This is an optimization exercise on Yosys and OpenROAD, whose aim is small area, a short achievable clock period and few clock cycles, not a production implementation. At most, simulation tests tie the RTL to the original design; equivalence was not proved. Power is estimated from default activity; no workload was simulated.

Setup of P:
==> module alu_exec, before the edit <==
module alu_exec (
  input  logic             in_clk,
  input  logic             in_rst,
  input  logic             flush,
  input  logic             issue,
  input  logic [2:0]       iss_op,
  input  ooo_pkg::word_t   iss_a,
  input  ooo_pkg::word_t   iss_b,
  input  ooo_pkg::nzcv_t   iss_f,
  input  logic             iss_set_nzcv,
  input  ooo_pkg::tag_t    iss_dst,
  output logic             xb_valid,
  output logic             e_valid,
  output ooo_pkg::tag_t    xb_tag,
  output ooo_pkg::word_t   xb_value,
  output logic             xb_set_nzcv,
  output ooo_pkg::nzcv_t   xb_nzcv,
  output logic             ib_valid,
  output ooo_pkg::tag_t    ib_tag,
  output ooo_pkg::word_t   ib_value,
  output logic             ib_set_nzcv,
  output ooo_pkg::nzcv_t   ib_nzcv,
  output logic             result_valid,
  output ooo_pkg::tag_t    result_tag,
  output ooo_pkg::word_t   result_value,
  output logic             result_set_nzcv,
  output ooo_pkg::nzcv_t   result_nzcv
);
  logic           e_v;
  logic           e_mul;
  logic           e_sub;
  logic           e_adc;
  logic           e_arith;
  logic [2:0]     e_op;
  ooo_pkg::word_t e_a;
  ooo_pkg::word_t e_b;
  ooo_pkg::nzcv_t e_f;
  logic           e_set;
  ooo_pkg::tag_t  e_dst;
  logic           f_v;
  logic [127:0]   f_r;
  logic [1:0]     f_cv;
  logic           f_set;
  ooo_pkg::tag_t  f_dst;
  always_ff @(posedge in_clk) begin
    if (in_rst || flush) begin
      e_v <= 1'b0;
      f_v <= 1'b0;
      result_valid <= 1'b0;
    end else begin
      e_v <= issue;
      f_v <= e_v;
      result_valid <= f_v;
    end
  end
  always_ff @(posedge in_clk) begin
    e_mul <= (iss_op == 3'd6);
    e_sub <= (iss_op == 3'd1);
    e_adc <= (iss_op == 3'd2);
    e_arith <= (iss_op == 3'd0) || (iss_op == 3'd1) || (iss_op == 3'd2);
    e_op <= iss_op;
    e_a <= iss_a;
    e_b <= iss_b;
    e_f <= iss_f;
    e_set <= iss_set_nzcv;
    e_dst <= iss_dst;
  end
  logic [127:0] t_r;
  mul_pp_tree u_mul_pp_tree (.a(e_a), .b(e_b), .r(t_r));
  logic                     sub;
  logic                     cin;
  ooo_pkg::word_t           add_b;
  logic [ooo_pkg::WORD_W:0] sum;
  ooo_pkg::word_t           alu_val;
  logic                     arith;
  logic [1:0]               cv;
  logic                     z_add, z_log;
  logic [ooo_pkg::WORD_W+1:0] sum_x;
  always_comb begin
    sub = e_sub;
    add_b = sub ? ~e_b : e_b;
    cin = sub || (e_adc && e_f[ooo_pkg::FLAG_C]);
    sum_x = {1'b0, e_a, 1'b1} + {1'b0, add_b, cin};
    sum = sum_x[ooo_pkg::WORD_W+1:1];
    arith = e_arith;
    case (e_op)
      3'd3: alu_val = e_a & e_b;
      3'd4: alu_val = e_a | e_b;
      3'd5: alu_val = e_a ^ e_b;
      default: alu_val = sum[ooo_pkg::WORD_W-1:0];
    endcase
  end
  assign cv = arith ? {sum[ooo_pkg::WORD_W],
                       (e_a[ooo_pkg::WORD_W-1] == add_b[ooo_pkg::WORD_W-1])
                       && (alu_val[ooo_pkg::WORD_W-1] != e_a[ooo_pkg::WORD_W-1])}
                    : e_f[1:0];
  assign z_add = &((e_a ^ add_b) ~^ {e_a[30:0] | add_b[30:0], cin});
  assign z_log = (alu_val == '0);
  assign xb_valid = e_v && !e_mul;
  assign e_valid = e_v;
  assign xb_tag = e_dst;
  assign xb_value = alu_val;
  assign xb_set_nzcv = e_set;
  assign xb_nzcv = {alu_val[ooo_pkg::WORD_W-1], arith ? z_add : z_log, cv};
  always_ff @(posedge in_clk) begin
    f_r <= e_mul ? t_r : {96'd0, alu_val};
    f_cv <= cv;
    f_set <= e_set;
    f_dst <= e_dst;
  end
  ooo_pkg::word_t f_s, f_c;
  mul_row_tree u_mul_row_tree (.r(f_r), .s(f_s), .c(f_c));
  logic z_fin;
  assign z_fin = &((f_s ^ f_c) ~^ {f_s[30:0] | f_c[30:0], 1'b0});
  assign ib_valid = f_v;
  assign ib_tag = f_dst;
  assign ib_value = f_s + f_c;
  assign ib_set_nzcv = f_set;
  assign ib_nzcv = {ib_value[ooo_pkg::WORD_W-1], z_fin, f_cv};
  always_ff @(posedge in_clk) begin
    result_tag <= ib_tag;
    result_value <= ib_value;
    result_set_nzcv <= ib_set_nzcv;
    result_nzcv <= ib_nzcv;
  end
endmodule
clock: 12.0 ns
lec_check: 0
abc_clock_period_in_ps: 3000
cap_margin: 20
core_margin: 2
core_utilization: 40
setup_slack_margin: 5
slew_margin: 20
tns_end_percent: 5
standard.sh (not shown) runs the stock make flow with config.mk's settings and CLKGATE_MAP_FILE= SYNTH_SCRIPT=/design/flow/synth_recipe.tcl, a recipe that flattens the netlist after the stock synthesis.
==> flow/flow/run.sh <==
#!/bin/bash
set -euo pipefail
bash standard.sh SETUP_SLACK_MARGIN=7.6 "BUFFER_PORTS_ARGS=-buffer_cell sky130_fd_sc_hd__buf_2" finish > standard_make.log 2>&1
Testbench counts of P, summed over its fixed seeds: cycles 25,394.
Input-level comparison between Q and P:
--- a/flow/design.v
+++ b/flow/design.v
@@ -1783,12 +1783,13 @@
 endmodule
 module alu_exec (
   input  logic             in_clk,
   input  logic             in_rst,
   input  logic             flush,
   input  logic             issue,
+  input  logic             iss_any,
   input  logic [2:0]       iss_op,
   input  ooo_pkg::word_t   iss_a,
   input  ooo_pkg::word_t   iss_b,
   input  ooo_pkg::nzcv_t   iss_f,
   input  logic             iss_set_nzcv,
   input  ooo_pkg::tag_t    iss_dst,
[summary]
- As far as worst-case clock buffer depth goes, Q and P are indistinguishable; the numbers are identical.
- Final area came out exactly the same in Q and P.
- Per the comparison of Q with P, register clock-pin slew on the reported worst setup and hold paths saw little to no change; total inserted antenna cells saw little to no change.
- P -> Q: first-iteration DRC count delta 0, exact match
- Status: via count parity (Q, P)
- P completed every stage of the flow, and the final layout passed the timing, DRC and antenna checks.
- Q completed every stage of the flow, and the final layout passed the timing, DRC and antenna checks.
- Diff P -> Q: internal portion of total power neither gained nor lost much; portion of netlist area occupied by mux cells barely changed; number of cells on the critical path closely matched the old numbers.
- From P to Q, total of endpoints with negative setup slack in the final report did not move at all.
- Diff Q..P | total length of routed met2 wires | unchanged
- Changes observed in Q relative to P: total power of the final layout comparable; core utilization comparable.
The RTL of Q was laid out without a check of its function.

-- re-timing with driven ports --
Ports are ideal in the flow. The routed layouts listed here were re-timed in OpenROAD.
Step 1: set_driving_cell puts a clkbuf_16 on in_clk and a buf_2 on each other input, an assumption about the parent block.
Step 2 moves the port delays by t, midway between the first and last clock arrival at a register: inputs arrive t later, outputs are due t later. That takes back most of the time a late clock gives input paths.
a / b / c = ideal / step 1 / step 2; a / b = the first two.
run | t (ns) | setup WS [ns] | worst hold slack (ns) | worst register clock-pin slew, ns
P | 0.841 | 7.270 / 7.307 / 6.498 | 0.367 / 0.367 / 0.367 | 0.07 / 0.07
Q | 0.841 | 7.270 / 7.307 / 6.498 | 0.367 / 0.367 / 0.367 | 0.07 / 0.07
After both steps every run listed still meets setup and hold.
